Background: an optimization exercise with open tools, aiming at a short achievable clock period and few clock cycles per item. Do not read the settings as production practice.
At most, simulation tests tie the RTL to the original design; equivalence was not proved.
No activity file was given, so power comes from the tool's default toggle rates.

==> v36: inputs <==
Design calendar_time_add_minutes, start of the top module:
module calendar_time_add_minutes #(
    parameter int MAX_ADD_MINUTES = 65535
) (
    input  wire logic                     clk,
    input  wire logic                     rst_n,
    input  wire logic                     cmd_valid,
    output wire logic                     cmd_ready,
    input  wire logic                     cmd_req_type,
    input  wire logic [cta_pkg::ADD_W-1:0]    cmd_add_minutes,
    input  wire logic [cta_pkg::DAY_W-1:0]    cmd_load_day,
    input  wire logic [cta_pkg::MONTH_W-1:0]  cmd_load_month,
    input  wire logic [cta_pkg::YEAR_W-1:0]   cmd_load_year,
    input  wire logic [cta_pkg::HOUR_W-1:0]   cmd_load_hour,
    input  wire logic [cta_pkg::MINUTE_W-1:0] cmd_load_minute,
    output wire logic                     rsp_valid,
    input  wire logic                     rsp_ready,
    output wire logic [cta_pkg::DAY_W-1:0]    rsp_out_day,
    output wire logic [cta_pkg::MONTH_W-1:0]  rsp_out_month,
    output wire logic [cta_pkg::YEAR_W-1:0]   rsp_out_year,
    output wire logic [cta_pkg::HOUR_W-1:0]   rsp_out_hour,
    output wire logic [cta_pkg::MINUTE_W-1:0] rsp_out_minute,
    output wire logic                     rsp_leap_flag,
    output wire logic [cta_pkg::DAY_W-1:0]    rsp_month_length
);
clock: 10.0 ns
lec_check: 0
abc_clock_period_in_ps: 1500
cap_margin: 20
core_margin: 2
core_utilization: 40
setup_slack_margin: 5
slew_margin: 20
standard.sh (not shown) runs the stock make flow with config.mk's settings and CLKGATE_MAP_FILE= SYNTH_SCRIPT=/design/flow/synth_recipe.tcl, a recipe that flattens the netlist after the stock synthesis.
==> flow/flow/run.sh <==
#!/bin/bash
set -euo pipefail
cd "$(dirname "$0")/.."
bash standard.sh SETUP_SLACK_MARGIN=7 finish > standard_make.log 2>&1
==> v29 (differences from v36) <==
--- a/flow/design.v
+++ b/flow/design.v
@@ -14,16 +14,16 @@
     localparam logic [MINUTE_W-1:0] MINUTE_MAX = 6'd59;
     localparam logic [MONTH_W-1:0] MONTH_JAN = 4'd1;
     localparam logic [MONTH_W-1:0] MONTH_DEC = 4'd12;
     localparam logic [YEAR_W-1:0] RESET_YEAR = 16'd2000;
     localparam logic REQ_LOAD = 1'b0;
     localparam logic REQ_ADD  = 1'b1;
     localparam int CAP    = 8;
-    localparam int QDEPTH = CAP - 1;
     localparam int QPTR_W = 3;
+    localparam int QDEPTH = 1 << QPTR_W;
     localparam int CNT_W  = 5;
 endpackage
 `default_nettype wire
 `default_nettype none
 module cta_div45_hi (
     input  wire logic [5:0] x,
     output logic [5:0] q,
@@ -426,16 +426,14 @@
         month_last = d;
     endfunction
     logic              cmd_ready_reg;
     logic              cmd_fire;
     logic [CNT_W-1:0]  pend_reg;       
     logic              pop_reg;        
     logic              out_valid_reg;
-    logic              out_load;
-    logic              q_nonempty;
     logic [QPTR_W-1:0] q_wr_reg, q_rd_reg;
     logic              q_wr_lap, q_rd_lap;
     assign cmd_fire = cmd_valid && cmd_ready_reg;
     logic                s0_v;
     logic                s0_typ;
     logic [ADD_W-1:0]    s0_add;
     logic [DAY_W-1:0]    s0_day;
@@ -750,26 +748,30 @@
             begin
                 r_hour   = r_hour | HOUR_W'(h);
                 r_minute = r_minute | MINUTE_W'(st_mod - MOD_W'(60 * h));
             end
         end
     end
     assign r_rsp = {r_day, r_month, st_year, r_hour, r_minute, st_leap, r_len};
-    assign q_nonempty = (q_wr_reg != q_rd_reg) || (q_wr_lap != q_rd_lap);
-    assign out_load   = !out_valid_reg || rsp_ready;
+    logic [QPTR_W:0]     q_count;        
+    logic                pop;            
+    logic [QPTR_W-1:0]   q_rd_next;
+    logic [RSP_W-1:0]    out_keep, out_adv;
+    assign q_count   = {q_wr_lap, q_wr_reg} - {q_rd_lap, q_rd_reg};
+    assign pop       = out_valid_reg && rsp_ready;
+    assign q_rd_next = q_rd_reg + 1'b1;
+    assign out_keep  = (q_count != '0) ? q_mem[q_rd_reg] : r_rsp;
+    assign out_adv   = (q_count > (QPTR_W+1)'(1)) ? q_mem[q_rd_next] : r_rsp;
     always_ff @(posedge clk)
     begin
         if (st_v)
         begin
             q_mem[q_wr_reg] <= r_rsp;
         end
-        if (out_load)
-        begin
-            out_reg <= q_nonempty ? q_mem[q_rd_reg] : r_rsp;
-        end
+        out_reg <= pop ? out_adv : out_keep;
     end
     always_ff @(posedge clk or negedge rst_n)
     begin
         if (!rst_n)
         begin
             q_wr_reg      <= '0;
             q_wr_lap      <= 1'b0;
@@ -780,41 +782,26 @@
             pend_reg      <= '0;
             cmd_ready_reg <= 1'b0;
         end
         else
         begin
             if (st_v)
             begin
-                if (q_wr_reg == QPTR_W'(QDEPTH - 1))
-                begin
-                    q_wr_reg <= '0;
-                    q_wr_lap <= !q_wr_lap;
-                end
-                else
-                begin
-                    q_wr_reg <= q_wr_reg + 1'b1;
-                end
+                {q_wr_lap, q_wr_reg} <= {q_wr_lap, q_wr_reg} + 1'b1;
             end
-            if (out_load)
+            if (pop)
+            begin
+                {q_rd_lap, q_rd_reg} <= {q_rd_lap, q_rd_reg} + 1'b1;
+                out_valid_reg <= (q_count > (QPTR_W+1)'(1)) || st_v;
+            end
+            else
             begin
-                out_valid_reg <= q_nonempty || st_v;
-                if (q_nonempty || st_v)
-                begin
-                    if (q_rd_reg == QPTR_W'(QDEPTH - 1))
-                    begin
-                        q_rd_reg <= '0;
-                        q_rd_lap <= !q_rd_lap;
-                    end
-                    else
-                    begin
-                        q_rd_reg <= q_rd_reg + 1'b1;
-                    end
-                end
+                out_valid_reg <= (q_count != '0) || st_v;
             end
-            pop_reg  <= out_valid_reg && rsp_ready;
+            pop_reg  <= pop;
             pend_reg <= pend_reg + CNT_W'(s0_v) - CNT_W'(pop_reg);
             cmd_ready_reg <= ((pend_reg + CNT_W'(s0_v) + CNT_W'(cmd_ready_reg) + 1'b1)
                               <= CNT_W'(CAP));
         end
     end
     assign cmd_ready        = cmd_ready_reg;
     assign rsp_valid        = out_valid_reg;
==> flow/flow/run.sh (replaced) <==
#!/bin/bash
set -euo pipefail
cd "$(dirname "$0")/.."
bash standard.sh SETUP_SLACK_MARGIN=8 finish > standard_make.log 2>&1
==> notes <==
- Power: v36 is lower than v29 (about 26%).
- Against v29, the flip-flop and latch count of v36 is lower by 40.
- Combinational power: v29 is larger than v36 (about 65%).
- Between v29 and v36, the lower worst hold slack is in v36 (gap 0.0033 ns).
- Of v36 and v29, v36 has the higher register-to-register slack (gap 0.15 ns).
- Between v36 and v29, the lower global-route usage is in v36 (gap 2.7 points).
- Of v29 and v36, v29 has the higher synthesized cell count (gap 5.0%, measured against v36).
- In v36 the non-clock buffer count is lower than in v29, by 237.
- In v36 the critical path depth is lower than in v29, by 14.
- In v36 the wire length is smaller than in v29, by about 23%.
- Against v36, the sequential power of v29 is larger by about 7%.
==> figures <==
item	v36	v29
Total wire length	87500 um	114000 um
Cell area after synthesis	33200 um^2	36800 um^2
Number of buffers inserted to repair setup after CTS	102	254
Fraction of power consumed by sequential logic	0.302	0.240
Clock buffer count	109	97
Highest-delay cell along the critical path	edfxtp_1	dfrtp_4
Met1 routing resource usage after global routing	0.269	0.303
Worst Min Path Start	s0_add[0]	s1_year[9]
Global-route total usage across every layer	0.199	0.226
Simple-gate share of the synthesized area	0.123	0.119
Part of the Yosys area used for sequential elements	0.508	0.480
Transition time at the pin with the least slew margin	0.992 ns	1.04 ns
Worst vdd rail ir drop	0.000150 V	0.000204 V
Startpoint of the most critical setup path	out_reg[41]	st_doy[1]
Global placement routability congestion	0.937	0.896
Result of the run	timing/DRC/antenna clean	timing/DRC/antenna clean
Starting utilization of the core area	0.404	0.402
Share of cell area taken by multi-input logic gates	0.414	0.430
Slew margin rel.	0.332	0.306
Largest register FFs	280	320
Comb power	6670 uW	11000 uW
Die extent in x	292 um	307 um
Wirelength per Cell	19.5 um	22.8 um
No functional check of the RTL was part of any run of this note.

========
==> inputs of 03-18 <==
Another version of the RTL of calendar_time_add_minutes (not shown whole).
Design calendar_time_add_minutes, start of the top module:
module calendar_time_add_minutes #(
    parameter int MAX_ADD_MINUTES = 65535
) (
    input  wire logic                     clk,
    input  wire logic                     rst_n,
    input  wire logic                     cmd_valid,
    output wire logic                     cmd_ready,
    input  wire logic                     cmd_req_type,
    input  wire logic [cta_pkg::ADD_W-1:0]    cmd_add_minutes,
    input  wire logic [cta_pkg::DAY_W-1:0]    cmd_load_day,
    input  wire logic [cta_pkg::MONTH_W-1:0]  cmd_load_month,
    input  wire logic [cta_pkg::YEAR_W-1:0]   cmd_load_year,
    input  wire logic [cta_pkg::HOUR_W-1:0]   cmd_load_hour,
    input  wire logic [cta_pkg::MINUTE_W-1:0] cmd_load_minute,
    output wire logic                     rsp_valid,
    input  wire logic                     rsp_ready,
    output wire logic [cta_pkg::DAY_W-1:0]    rsp_out_day,
    output wire logic [cta_pkg::MONTH_W-1:0]  rsp_out_month,
    output wire logic [cta_pkg::YEAR_W-1:0]   rsp_out_year,
    output wire logic [cta_pkg::HOUR_W-1:0]   rsp_out_hour,
    output wire logic [cta_pkg::MINUTE_W-1:0] rsp_out_minute,
    output wire logic                     rsp_leap_flag,
    output wire logic [cta_pkg::DAY_W-1:0]    rsp_month_length
);
    localparam int SAT_W = ($clog2(MAX_ADD_MINUTES + 1) > ADD_W) ?
                           $clog2(MAX_ADD_MINUTES + 1) : ADD_W;
    function automatic logic [DAY_W-1:0] month_len(input logic [MONTH_W-1:0] month,
                                                   input logic leap);
        logic [DAY_W-1:0] len;
        case (month)
            4'd2:                    len = leap ? 5'd29 : 5'd28;
            4'd4, 4'd6, 4'd9, 4'd11: len = 5'd30;
            default:                 len = 5'd31;
        endcase
        month_len = len;
    endfunction
    function automatic logic [DOY_W-1:0] month_start(input logic [MONTH_W-1:0] month,
                                                     input logic leap);
        logic [DOY_W-1:0] s;
        case (month)
            4'd1:    s = 9'd0;
            4'd2:    s = 9'd31;
  ...
Settings: LEC_CHECK=0, ABC_CLOCK_PERIOD_IN_PS=1500, CAP_MARGIN=20, CORE_MARGIN=2, CORE_UTILIZATION=40, SETUP_SLACK_MARGIN=5, SLEW_MARGIN=20; clock period 10.0 ns.
run.sh (not shown) runs the stock make flow with config.mk's settings and CLKGATE_MAP_FILE= SYNTH_SCRIPT=/design/flow/synth_recipe.tcl, a recipe that flattens the netlist after the stock synthesis.
Stock flow here: none of the scripts above is used.
==> 12-12: changes against 03-18 <==
--- a/flow/config.mk
+++ b/flow/config.mk
@@ -6,8 +6,6 @@
 export NUM_CORES = 4
 export LEC_CHECK = 0
-export ABC_CLOCK_PERIOD_IN_PS = 1500
 export CAP_MARGIN = 20
 export CORE_MARGIN = 2
 export CORE_UTILIZATION = 40
-export SETUP_SLACK_MARGIN = 5
 export SLEW_MARGIN = 20
==> metrics.md <==
| Metric | Value |
|---|---|
| Status | `timing/DRC/antenna clean` |
| CP max stage cell | `xor2_2` |
| Non-clock buffers | `128` |
| Worst EP arrival | `5.96 ns` |
| Final Skew | `0.0366 ns` |
| Clock buf/inv share | `6.48%` |
| Measured slew at the worst slew-check pin | `1.11 ns` |
| Routed length on met3 | `3990 um` |
| Met3 usage | `2.43%` |
| Post-layout min period | `5.41 ns` |
Source of the figures above: 12-12

==> metrics.md <==
| Metric | Value |
|---|---|
| CP max stage cell | `dfrtp_2` |
| R2r setup slk | `5.18 ns` |
| Die extent in x | `336 um` |
| DR WL/cell | `21.1 um` |
| Measured slew at the worst slew-check pin | `1.11 ns` |
| DIE AREA | `113,000 um^2` |
| Worst hold path startpoint | `s0_year[2]` |
| Status | `timing/DRC/antenna clean` |
| Final Skew | `0.0366 ns` |
| Combinational fraction of design power | `45.1%` |
| Clock buf/inv share | `6.45%` |
| Non-clock buffers | `137` |
| Routed length on met3 | `4140 um` |
| Worst EP arrival | `5.37 ns` |
| Met3 usage | `2.49%` |
Source of the figures above: 03-18

Testbench counts of 03-18, summed over its fixed seeds: cycles 2,456, items 2,400.
Testbench counts of 12-12, summed over its fixed seeds: cycles 2,456, items 2,400.

re-timing with driven ports:
No port has a modelled driver above. Below, the same layouts with a new extraction and two added sets of constraints. Step 1 sets driving cells, clkbuf_16 on the clock port and buf_2 on the other inputs (assumed; they add their load-dependent delay and slew). Step 2 moves the port delays by t, midway between the first and last clock arrival at a register: inputs arrive t later, outputs are due t later. That takes back most of the time a late clock gives input paths. a / b / c = no drivers / after step 1 / after step 2; a / b = the first two.
run | t, ns | setup WS [ns] | worst setup path after step 2
v36 | 0.684 | 6.789 / 6.723 / 6.502 | input to register
v29 | 0.695 | 6.752 / 6.744 / 6.740 | input to register
03-18 | 0.726 | 5.182 / 5.182 / 5.182 | register to register
12-12 | 0.722 | 4.585 / 4.585 / 4.585 | register to register
After both steps setup and hold are still met in every run listed. The setup slack of v36, which loses most, moves by -0.066 ns with the drivers and by -0.287 ns with both steps.
